This design comes from an exercise in tuning for small area, a short achievable clock period and few clock cycles per item on the open sky130 flow, not from production work.
For this run, only the layout was checked, not whether the RTL still works.
Power figures rest on the tool's default switching activity, not on a simulated workload.

--- flow/config.mk ---
export PLATFORM = sky130hd
export DESIGN_NAME = coalescing_priority_event_queue
export DESIGN_NICKNAME = coalescing_priority_event_queue
export VERILOG_FILES = /design/flow/design.v
export SDC_FILE = /design/flow/constraint.sdc
export NUM_CORES = 4
export LEC_CHECK = 0
export CAP_MARGIN = 20
export CORE_MARGIN = 2
export CORE_UTILIZATION = 40
export SLEW_MARGIN = 20
--- flow/constraint.sdc ---
create_clock -name core_clock -period 3.6 [get_ports {i_clk}]
set_input_delay 0.7200 -clock core_clock [delete_from_list [all_inputs] [get_ports {i_clk}]]
set_output_delay 0.7200 -clock core_clock [all_outputs]
set_load 0.01 [all_outputs]
--- flow/design.v ---
package cepq_pkg;
    localparam logic ACT_PUSH = 1'b0;
    localparam logic ACT_POP  = 1'b1;
    localparam logic [2:0] ST_INSERTED  = 3'd0;
    localparam logic [2:0] ST_COALESCED = 3'd1;
    localparam logic [2:0] ST_DROPPED   = 3'd2;
    localparam logic [2:0] ST_POPPED    = 3'd3;
    localparam logic [2:0] ST_EMPTY     = 3'd4;
    typedef struct packed {
        logic        action;
        logic [2:0]  priority_req;
        logic [2:0]  msg_type;
        logic [15:0] item_id;
    } t_req;
    typedef struct packed {
        logic [2:0]  status;
        logic [2:0]  out_priority;
        logic [2:0]  out_type;
        logic [15:0] out_item_id;
        logic [4:0]  occupancy;
        logic        stay_awake;
    } t_rsp;
    typedef struct packed {
        logic [2:0]  prio;
        logic [2:0]  msg_type;
        logic [15:0] item_id;
    } t_entry;
    typedef struct packed {
        logic   insert;
        logic   pop;
        t_entry entry;
    } t_cell_ctrl;
    function automatic logic prio_gt(input logic [2:0] a, input logic [2:0] b);
        prio_gt = (a[2] & ~b[2])
                | (~(a[2] ^ b[2]) & ((a[1] & ~b[1]) | (~(a[1] ^ b[1]) & a[0] & ~b[0])));
    endfunction
endpackage
module cepq_cell (
    input  logic                   i_clk,
    input  logic                   i_en,
    input  logic                   i_take_right,
    input  logic                   i_take_new,
    input  cepq_pkg::t_entry       i_left_entry,
    input  cepq_pkg::t_entry       i_right_entry,
    input  cepq_pkg::t_entry       i_new_entry,
    input  cepq_pkg::t_entry       i_cmp_entry,
    output cepq_pkg::t_entry       o_entry,
    output logic                   o_eq,
    output logic                   o_gt
);
    cepq_pkg::t_entry r_entry;
    assign o_entry = r_entry;
    assign o_eq    = (r_entry == i_cmp_entry);
    assign o_gt    = cepq_pkg::prio_gt(r_entry.prio, i_cmp_entry.prio);
    always_ff @(posedge i_clk) begin
        if (i_en) begin
            if (i_take_right)    r_entry <= i_right_entry;
            else if (i_take_new) r_entry <= i_new_entry;
            else                 r_entry <= i_left_entry;
        end
    end
endmodule
module coalescing_priority_event_queue #(
    parameter int QUEUE_DEPTH = 16
) (
    input  logic              i_clk,
    input  logic              i_rst_n,
    input  logic              i_req_valid,
    output logic              o_req_stall,
    input  logic [22:0]       i_req,
    output logic              o_rsp_valid,
    input  logic              i_rsp_stall,
    output logic [30:0]       o_rsp
);
    localparam int N  = QUEUE_DEPTH;
    localparam int CW = $clog2(QUEUE_DEPTH + 1);
    logic                 r_a_valid;
    cepq_pkg::t_req       r_a;
    cepq_pkg::t_entry     w_a_entry;
    logic [N-1:0]         r_occ;
    logic [CW-1:0]        r_cnt;
    logic                 r_awake;
    logic                 r_q_valid;
    logic                 r_q_ins;       
    logic                 r_q_pop;       
    logic                 r_q_popst;     
    logic [N-1:0]         r_q_ge;        
    cepq_pkg::t_entry     r_q_entry;
    logic [2:0]           r_q_status;
    logic [CW-1:0]        r_q_occ;
    logic                 r_q_awake;
    logic                 r_rsp_valid;
    cepq_pkg::t_rsp       r_rsp;
    logic w_rsp_free, w_q_free, w_a_free, w_a_move;
    assign w_rsp_free  = !r_rsp_valid || !i_rsp_stall;
    assign w_q_free    = !r_q_valid || w_rsp_free;
    assign w_a_free    = !r_a_valid || w_q_free;
    assign w_a_move    = r_a_valid && w_q_free;
    assign o_req_stall = !w_a_free;
    assign w_a_entry.prio     = r_a.priority_req;
    assign w_a_entry.msg_type = r_a.msg_type;
    assign w_a_entry.item_id  = r_a.item_id;
    logic [21:0]      w_entry [N];
    logic [N-1:0]     w_eq, w_gt;
    for (genvar g = 0; g < N; g++) begin : g_cell
        logic [21:0] w_left, w_right;
        logic        w_first;
        if (g == 0) begin : g_head
            assign w_left  = r_q_entry;
            assign w_first = r_q_ge[0];
        end else begin : g_mid
            assign w_left  = w_entry[g-1];
            assign w_first = r_q_ge[g] && !r_q_ge[g-1];
        end
        if (g == N - 1) begin : g_tail
            assign w_right = w_entry[g];
        end else begin : g_body
            assign w_right = w_entry[g+1];
        end
        cepq_cell u_cell (
            .i_clk         (i_clk),
            .i_en          (r_q_pop || (r_q_ins && r_q_ge[g])),
            .i_take_right  (r_q_pop),
            .i_take_new    (w_first),
            .i_left_entry  (w_left),
            .i_right_entry (w_right),
            .i_new_entry   (r_q_entry),
            .i_cmp_entry   (w_a_entry),
            .o_entry       (w_entry[g]),
            .o_eq          (w_eq[g]),
            .o_gt          (w_gt[g])
        );
    end
    cepq_pkg::t_entry w_q_e;
    logic         w_eq_q, w_gt_q;
    logic [N-1:0] w_live, w_gtn, w_ge;
    logic         w_dup, w_full, w_empty, w_push, w_ins, w_pop;
    logic [2:0]   w_status;
    logic [N-1:0] w_occ_n;
    logic [CW-1:0] w_cnt_n;
    logic         w_awake_n;
    assign w_q_e  = r_q_entry;
    assign w_eq_q = (w_q_e == w_a_entry);
    assign w_gt_q = cepq_pkg::prio_gt(w_q_e.prio, w_a_entry.prio);
    always_comb begin
        for (int g = 0; g < N; g++) begin
            if (r_q_pop) begin
                w_live[g] = (g >= 1) ? r_occ[(g >= 1) ? g-1 : 0] : 1'b0;
                w_gtn[g]  = (g < N-1) ? w_gt[(g < N-1) ? g+1 : 0] : 1'b0;
            end else if (r_q_ins) begin
                w_live[g] = (g < N-1) ? r_occ[(g < N-1) ? g+1 : 0] : 1'b0;
                if (!r_q_ge[g])
                    w_gtn[g] = w_gt[g];
                else if (g == 0 || !r_q_ge[(g >= 1) ? g-1 : 0])
                    w_gtn[g] = w_gt_q;
                else
                    w_gtn[g] = w_gt[(g >= 1) ? g-1 : 0];
            end else begin
                w_live[g] = r_occ[g];
                w_gtn[g]  = w_gt[g];
            end
            w_ge[g] = w_gtn[g] || !r_occ[g];
        end
    end
    assign w_dup   = |(w_eq & w_live) || (r_q_ins && w_eq_q);
    assign w_full  = r_occ[N-1];
    assign w_empty = !r_occ[0];
    assign w_push  = (r_a.action == cepq_pkg::ACT_PUSH);
    assign w_ins   = w_push && !w_dup && !w_full;
    assign w_pop   = !w_push && !w_empty;
    always_comb begin
        if (w_push) begin
            if (w_dup)       w_status = cepq_pkg::ST_COALESCED;
            else if (w_full) w_status = cepq_pkg::ST_DROPPED;
            else             w_status = cepq_pkg::ST_INSERTED;
        end else begin
            if (w_empty)     w_status = cepq_pkg::ST_EMPTY;
            else             w_status = cepq_pkg::ST_POPPED;
        end
        if (w_ins) begin
            w_occ_n = {r_occ[N-2:0], 1'b1};
            w_cnt_n = r_cnt + CW'(1);
        end else if (w_pop) begin
            w_occ_n = {1'b0, r_occ[N-1:1]};
            w_cnt_n = r_cnt - CW'(1);
        end else begin
            w_occ_n = r_occ;
            w_cnt_n = r_cnt;
        end
        if (w_push)       w_awake_n = 1'b1;
        else if (w_empty) w_awake_n = 1'b0;
        else              w_awake_n = r_awake;
    end
    always_ff @(posedge i_clk) begin
        if (!i_rst_n) begin
            r_a_valid   <= 1'b0;
            r_q_valid   <= 1'b0;
            r_q_ins     <= 1'b0;
            r_q_pop     <= 1'b0;
            r_rsp_valid <= 1'b0;
            r_occ       <= '0;
            r_cnt       <= '0;
            r_awake     <= 1'b0;
        end else begin
            if (w_a_free) r_a_valid <= i_req_valid;
            if (w_q_free) r_q_valid <= r_a_valid;
            r_q_ins <= w_a_move && w_ins;
            r_q_pop <= w_a_move && w_pop;
            if (w_rsp_free) r_rsp_valid <= r_q_valid;
            if (w_a_move) begin
                r_occ   <= w_occ_n;
                r_cnt   <= w_cnt_n;
                r_awake <= w_awake_n;
            end
        end
    end
    always_ff @(posedge i_clk) begin
        if (w_a_free) r_a <= i_req;
        if (w_q_free) begin
            r_q_entry  <= w_a_entry;
            r_q_ge     <= w_ge;
            r_q_status <= w_status;
            r_q_popst  <= w_pop;
            r_q_occ    <= w_cnt_n;
            r_q_awake  <= w_awake_n;
        end else if (r_q_pop) begin
            r_q_entry  <= w_entry[0];
        end
    end
    cepq_pkg::t_entry w_popped;
    assign w_popped = !r_q_popst ? '0 : r_q_pop ? w_entry[0] : r_q_entry;
    always_ff @(posedge i_clk) begin
        if (w_rsp_free) begin
            r_rsp.status       <= r_q_status;
            r_rsp.out_priority <= w_popped.prio;
            r_rsp.out_type     <= w_popped.msg_type;
            r_rsp.out_item_id  <= w_popped.item_id;
            r_rsp.occupancy    <= r_q_occ;
            r_rsp.stay_awake   <= r_q_awake;
        end
    end
    assign o_rsp_valid = r_rsp_valid;
    assign o_rsp       = 31'(r_rsp);
endmodule
--- flow/run.sh ---
#!/bin/bash
# synth_recipe.tcl (not shown) runs the flow's synth.tcl, then flattens the netlist and writes it again
# the make line also repeats each setting of config.mk as NAME=value (left out here)
make -C /OpenROAD-flow-scripts/flow DESIGN_CONFIG=/design/flow/config.mk WORK_HOME=/design/flow/orfs CLKGATE_MAP_FILE= SYNTH_SCRIPT=/design/flow/synth_recipe.tcl finish
==> results.txt <==
[registers in the layout, summed over array words and instances, names as in the netlist, 3 cells and up]
| signal | cells |
|---|---|
| g_cell.u_cell.r_entry | 352 |
| r_a | 23 |
| r_cnt | 5 |
| r_occ | 16 |
| r_q_entry | 22 |
| r_q_ge | 16 |
| r_q_occ | 5 |
| r_q_status | 3 |
| r_rsp | 31 |
[cell type report]
class | instances | share of cell area, %
sequential | 481 | 44.04
multi-input combinational | 1911 | 41.57
clock buffer | 78 | 5.171
timing repair buffer | 156 | 4.796
tap | 940 | 3.711
clock inverter | 21 | 0.5369
inverter | 14 | 0.1658
antenna | 1 | 0.007895
[metal layers]
layer / share of wire [%] / wire (um) / track usage, % / vias to the layer above
li1: - / - / - / 9461
met1: 44 / 39050 / 33.70 / 10710
met2: 45 / 40260 / 36.77 / 894
met3: 8.6 / 7643 / 5.103 / 116
met4: 1.9 / 1680 / 5.438 / 0
met5: 0 / 0 / 0 / -
[logic make-up after synthesis]
family / Yosys count / share of synthesized area [%]
adders and majority gates: 36 / 1.589
and+or+nand+nor: 646 / 10.42
muxes: 395 / 14.15
xor gates and xnor gates: 344 / 10.63
AOI/OAI and AO/OA: 490 / 9.634
buffers and inverters: 264 / 4.369
DFF: 481 / 49.21
[per-stage QoR]
step,worst slack (ns),instance area [um2],total power [mW]
floorplan,0.9271,28350,7.108
global placement,0.1153,29810,7.542
detailed placement,0.05188,29810,7.555
CTS,0.03205,31620,13.27
global route,0.08331,31690,13.58
finish,0.1912,31700,13.21
[worst max-delay path by stage]
stage / end / slack, ns / cells after the start
CTS: r_occ[14] / 0.03 / 8
detailed placement: r_occ[14] / 0.05 / 8
global route: r_occ[14] / 0.08 / 10
floorplan: r_q_occ[3] / 0.93 / 11
global placement: r_occ[14] / 0.12 / 8
finish: r_occ[14] / 0.19 / 10
[cells in the mapped netlist, types with 3 or more instances]
cell	instances
sky130_fd_sc_hd__and2_1	15
sky130_fd_sc_hd__inv_1	12
sky130_fd_sc_hd__a31oi_1	16
sky130_fd_sc_hd__o2111ai_1	13
sky130_fd_sc_hd__buf_2	9
sky130_fd_sc_hd__nand2b_1	17
sky130_fd_sc_hd__ha_1	36
sky130_fd_sc_hd__o22ai_1	5
sky130_fd_sc_hd__nand2_1	407
sky130_fd_sc_hd__xnor2_1	147
sky130_fd_sc_hd__a211oi_1	7
sky130_fd_sc_hd__buf_4	23
sky130_fd_sc_hd__nor4_1	44
sky130_fd_sc_hd__and3_1	5
sky130_fd_sc_hd__nor2_1	17
sky130_fd_sc_hd__a41oi_1	3
sky130_fd_sc_hd__mux2i_1	349
sky130_fd_sc_hd__nand4_1	43
sky130_fd_sc_hd__o21ai_0	357
sky130_fd_sc_hd__a21oi_1	38
sky130_fd_sc_hd__nand3_1	31
sky130_fd_sc_hd__buf_6	20
sky130_fd_sc_hd__a31o_2	16
sky130_fd_sc_hd__xor2_1	197
sky130_fd_sc_hd__buf_1	24
sky130_fd_sc_hd__a211o_1	6
sky130_fd_sc_hd__nand3b_1	11
sky130_fd_sc_hd__mux2_2	46
sky130_fd_sc_hd__edfxtp_1	432
sky130_fd_sc_hd__nor3_1	22
sky130_fd_sc_hd__clkbuf_1	174
sky130_fd_sc_hd__nor2b_1	24
sky130_fd_sc_hd__a22oi_1	12
sky130_fd_sc_hd__dfxtp_1	49
sky130_fd_sc_hd__or4_1	5
[what timing repair did]
item	4_1_cts	5_1_grt
buffers inserted	0	0
endpoints found under the setup margin	0	6
resized for setup	0	2
[power groups by stage]
| stage | clock network [mW] | registers [mW] | logic, mW |
|---|---|---|---|
| global placement | 0 | 6.47 | 1.07 |
| global route | 6.03 | 6.37 | 1.18 |
| floorplan | 0 | 6.41 | 0.699 |
| detailed placement | 0 | 6.48 | 1.08 |
| CTS | 5.82 | 6.36 | 1.09 |
| finish | 5.75 | 6.36 | 1.11 |
==> report_table.html <==
<table>
<tr><th>Metric</th><th>Value</th></tr>
<tr><th colspan="2">CTS</th></tr>
<tr><td>TritonCTS clock tree</td><td>done</td></tr>
<tr><td>CTS hold repair buffers</td><td>0</td></tr>
<tr><td>Number of sinks handled by clock tree synthesis</td><td>about 480</td></tr>
<tr><td>Clock transition time at the flip-flop clock pins of the worst setup and hold paths</td><td>0.06 ns</td></tr>
<tr><td>Maximum clock insertion buffer count</td><td>3</td></tr>
<tr><td>Maximum level of the CTS H-tree</td><td>2</td></tr>
<tr><td>Cell chosen for the clock root</td><td>sky130_fd_sc_hd__clkbuf_16</td></tr>
<tr><td>Number of buffers created by CTS</td><td>54</td></tr>
<tr><td>Worst skew pair latency</td><td>a little over 0.6 ns</td></tr>
<tr><th colspan="2">Min path</th></tr>
<tr><td>End point of the most critical hold path</td><td>r_rsp[29]</td></tr>
<tr><td>Min-delay worst type</td><td>reg -&gt; reg</td></tr>
<tr><td>Worst hold path depth</td><td>0</td></tr>
<tr><td>Hold Path Origin</td><td>r_q_status[1]</td></tr>
<tr><th colspan="2">Setup path</th></tr>
<tr><td>WP data required</td><td>about 4 ns</td></tr>
<tr><td>Number of cells on the worst reg-to-reg path</td><td>10</td></tr>
<tr><td>Startpoint of the most critical setup path</td><td>r_a[20]</td></tr>
<tr><td>Max FO, Critical Path</td><td>38</td></tr>
<tr><td>Worst-path cell with the longest stage delay</td><td>sky130_fd_sc_hd__nor4b_2</td></tr>
<tr><td>Critical path's largest stage delay</td><td>roughly 0.65 ns</td></tr>
<tr><td>Reg-to-reg setup timing slack</td><td>0.19 ns</td></tr>
<tr><td>Cell family with the largest share of critical-path delay</td><td>simple AND/OR/NAND/NOR gates</td></tr>
<tr><td>Critical path arrival</td><td>3.92 ns</td></tr>
<tr><td>Sum of buffers and inverters on the critical path</td><td>2</td></tr>
<tr><td>Cells along the critical path</td><td>inv_1 -&gt; buf_4 -&gt; ha_1 -&gt; nand3_1 -&gt; or4_1 -&gt; o22ai_1 -&gt; nor4b_2 -&gt; and3_4 -&gt; o21a_1 -&gt; mux2_2</td></tr>
<tr><td>Element type at the critical path end</td><td>register</td></tr>
<tr><td>Launching element type of the critical path</td><td>register</td></tr>
<tr><td>Category of the critical setup timing path</td><td>reg -&gt; reg</td></tr>
<tr><td>Origin of the critical flop-to-flop path</td><td>r_a[20]</td></tr>
<tr><td>Reg2reg end</td><td>r_occ[14]</td></tr>
<tr><th colspan="2">Yosys</th></tr>
<tr><td>Synth Instances</td><td>between 2000 and 3000</td></tr>
<tr><td>Number of enable flip-flop cells after synthesis</td><td>around 430</td></tr>
<tr><td>Fraction of synthesized cell area taken by the top area cell type</td><td>a little under half</td></tr>
<tr><td>Top area cells in the synthesized netlist</td><td>sky130_fd_sc_hd__edfxtp_1, sky130_fd_sc_hd__mux2i_1, sky130_fd_sc_hd__o21ai_0, sky130_fd_sc_hd__xor2_1, sky130_fd_sc_hd__nand2_1</td></tr>
<tr><td>Synthesized area</td><td>roughly 0.028 mm2</td></tr>
<tr><td>Unique masters post-synth</td><td>56</td></tr>
<tr><td>Syn Nets</td><td>2719</td></tr>
<tr><td>Syn_area_per_cell</td><td>~11 um2</td></tr>
<tr><td>Synth warn</td><td>3</td></tr>
<tr><td>Post-synthesis cell type with the largest combined area</td><td>sky130_fd_sc_hd__edfxtp_1</td></tr>
<tr><td>Fraction of the yosys area taken by sequential cells</td><td>between 40% and 50%</td></tr>
<tr><td>Dominant register cell in the synthesized netlist</td><td>sky130_fd_sc_hd__edfxtp_1</td></tr>
<tr><td>Fraction of registers with async set/reset</td><td>0%</td></tr>
<tr><td>Yosys reg bits</td><td>a little under 500</td></tr>
<tr><th colspan="2">Pwr</th></tr>
<tr><td>Leakage</td><td>12.22 nW</td></tr>
<tr><td>Clock share of power</td><td>between 40 and 50%</td></tr>
<tr><td>Combinational fraction of design power</td><td>8.4%</td></tr>
<tr><td>Switch Pwr</td><td>roughly 3.2 mW</td></tr>
<tr><td>Switching Fraction</td><td>24.38%</td></tr>
<tr><td>Proportion of power drawn by flip-flops and latches</td><td>48.1%</td></tr>
<tr><td>Power per standard cell area</td><td>approximately 420 mW/mm2</td></tr>
<tr><td>Worst voltage drop across the vdd grid</td><td>~0.36 mV</td></tr>
<tr><td>Internal power</td><td>9.990 mW</td></tr>
<tr><th colspan="2">Route</th></tr>
<tr><td>Number of DRC markers in iteration 0</td><td>2370</td></tr>
<tr><td>Total DRC errors in the routed layout</td><td>0</td></tr>
<tr><td>Number of nets with antenna violations after routing</td><td>0</td></tr>
<tr><td>Aggregate routed wire length</td><td>just under 90 mm</td></tr>
<tr><td>First-pass detailed-route iteration total</td><td>8</td></tr>
<tr><td>Via/cell ratio</td><td>between 5 and 6</td></tr>
<tr><td>Routed wire per std cell</td><td>between 20 and 25 um</td></tr>
<tr><td>Routed vias</td><td>approximately 21000</td></tr>
<tr><th colspan="2">Global routing</th></tr>
<tr><td>Maximum number of pins on one net before global-route repair</td><td>between 200 and 300</td></tr>
<tr><td>Overall routing resource usage</td><td>between 20% and 30%</td></tr>
<tr><td>Initial antenna violation count</td><td>0</td></tr>
<tr><td>Overflow left after global routing</td><td>0</td></tr>
<tr><td>Via count of the first global-routing pass</td><td>about 21000</td></tr>
<tr><td>First-pass GRT wire length</td><td>133.1 mm</td></tr>
<tr><th colspan="2">Die</th></tr>
<tr><td>Overall die height</td><td>roughly 270 um</td></tr>
<tr><td># rows</td><td>just under 100</td></tr>
<tr><td>Boundary pin count</td><td>60</td></tr>
<tr><td>Total Die Area</td><td>0.07303 mm2</td></tr>
<tr><td>Starting utilization of the core area</td><td>40.42%</td></tr>
<tr><td>Core Box Area</td><td>~0.07 mm2</td></tr>
<tr><td>Floorplan die width</td><td>270.2 um</td></tr>
<tr><th colspan="2">Flow run</th></tr>
<tr><td>Max-cap check violation count</td><td>0</td></tr>
<tr><th colspan="2">Timing</th></tr>
<tr><td>Maximum clock rate</td><td>293.4 MHz</td></tr>
<tr><td>Post-route setup TNS</td><td>0 ns</td></tr>
<tr><td>Post-Route Skew</td><td>0.02362 ns</td></tr>
<tr><td>Slew at the pin closest to its max-slew limit</td><td>~1.2 ns</td></tr>
<tr><td>Final critical path time including I/O delays and setup</td><td>approximately 3.4 ns</td></tr>
<tr><td>Slew Viols, Final</td><td>0</td></tr>
<tr><td>Final clock period utilization by the worst path</td><td>a little over nine tenths</td></tr>
<tr><td>Total setup violations reported at the end of the flow</td><td>0</td></tr>
<tr><td>Worst max-slew margin expressed relative to the limit</td><td>20.03%</td></tr>
<tr><td>Min Hold Slack</td><td>about 0.42 ns</td></tr>
<tr><td>Count of endpoints failing hold in the final timing report</td><td>0</td></tr>
<tr><td>Unrepaired setup endpoints after global routing</td><td>false</td></tr>
<tr><th colspan="2">Cells and area</th></tr>
<tr><td>Final Instance Count excl. Fillers</td><td>3602</td></tr>
<tr><td>Fraction of final layout cells sized beyond drive strength 1</td><td>around a tenth</td></tr>
<tr><td>Most frequent standard cell in the layout excluding fill and tap cells</td><td>sky130_fd_sc_hd__edfxtp_1</td></tr>
<tr><td>Area used by multi-input combinational logic</td><td>0.01318 mm2</td></tr>
<tr><td>Net count reported at finish</td><td>roughly 2700</td></tr>
<tr><td>Synth-to-layout area growth</td><td>11.79%</td></tr>
<tr><td>Commonest cells after routing, fill and taps aside</td><td>sky130_fd_sc_hd__edfxtp_1, sky130_fd_sc_hd__nand2_1, sky130_fd_sc_hd__o21ai_0</td></tr>
<tr><td>Final core utilization</td><td>45.18%</td></tr>
<tr><td>Filler cell count in the final layout</td><td>6636</td></tr>
<tr><td>FF+latch area</td><td>0.01396 mm2</td></tr>
<tr><th colspan="2">Place</th></tr>
<tr><td>Weighted congestion at the end of routability-driven global placement</td><td>approximately 1.0</td></tr>
<tr><td>Post-DP HPWL</td><td>between 60 and 70 mm</td></tr>
<tr><td>Post-Place Cells</td><td>between 3000 and 4000</td></tr>
<tr><td>Number of input and output port buffers inserted</td><td>59</td></tr>
<tr><th colspan="2">Status</th></tr>
<tr><td>Outcome</td><td>complete, no violations</td></tr>
</table>

static timing again, ports no longer ideal:
How much do the figures lean on ideal ports? The routed layout below was timed once more, with nothing changed but the port constraints.
Step 1 (the two cells are an assumption about what drives the block):
set clk [get_ports {i_clk}]
set_driving_cell -lib_cell sky130_fd_sc_hd__clkbuf_16 $clk
set_driving_cell -lib_cell sky130_fd_sc_hd__buf_2 [delete_from_list [all_inputs] $clk]
Step 2, shift: input delay + t, output delay - t, t = (earliest + latest rising clock arrival at the registers) / 2. This alone moves slack from input paths to output paths.
Three values: no drivers, after step 1, after step 2; two values: the first two.
t, ns: 0.678
setup WS [ns]: 0.191 / 0.191 / 0.191
worst register clock-pin slew, ns: 0.07 / 0.07
After both steps this run still meets setup and hold. The setup slack of this run moves by 0.000 ns with the drivers and by 0.000 ns with both steps.
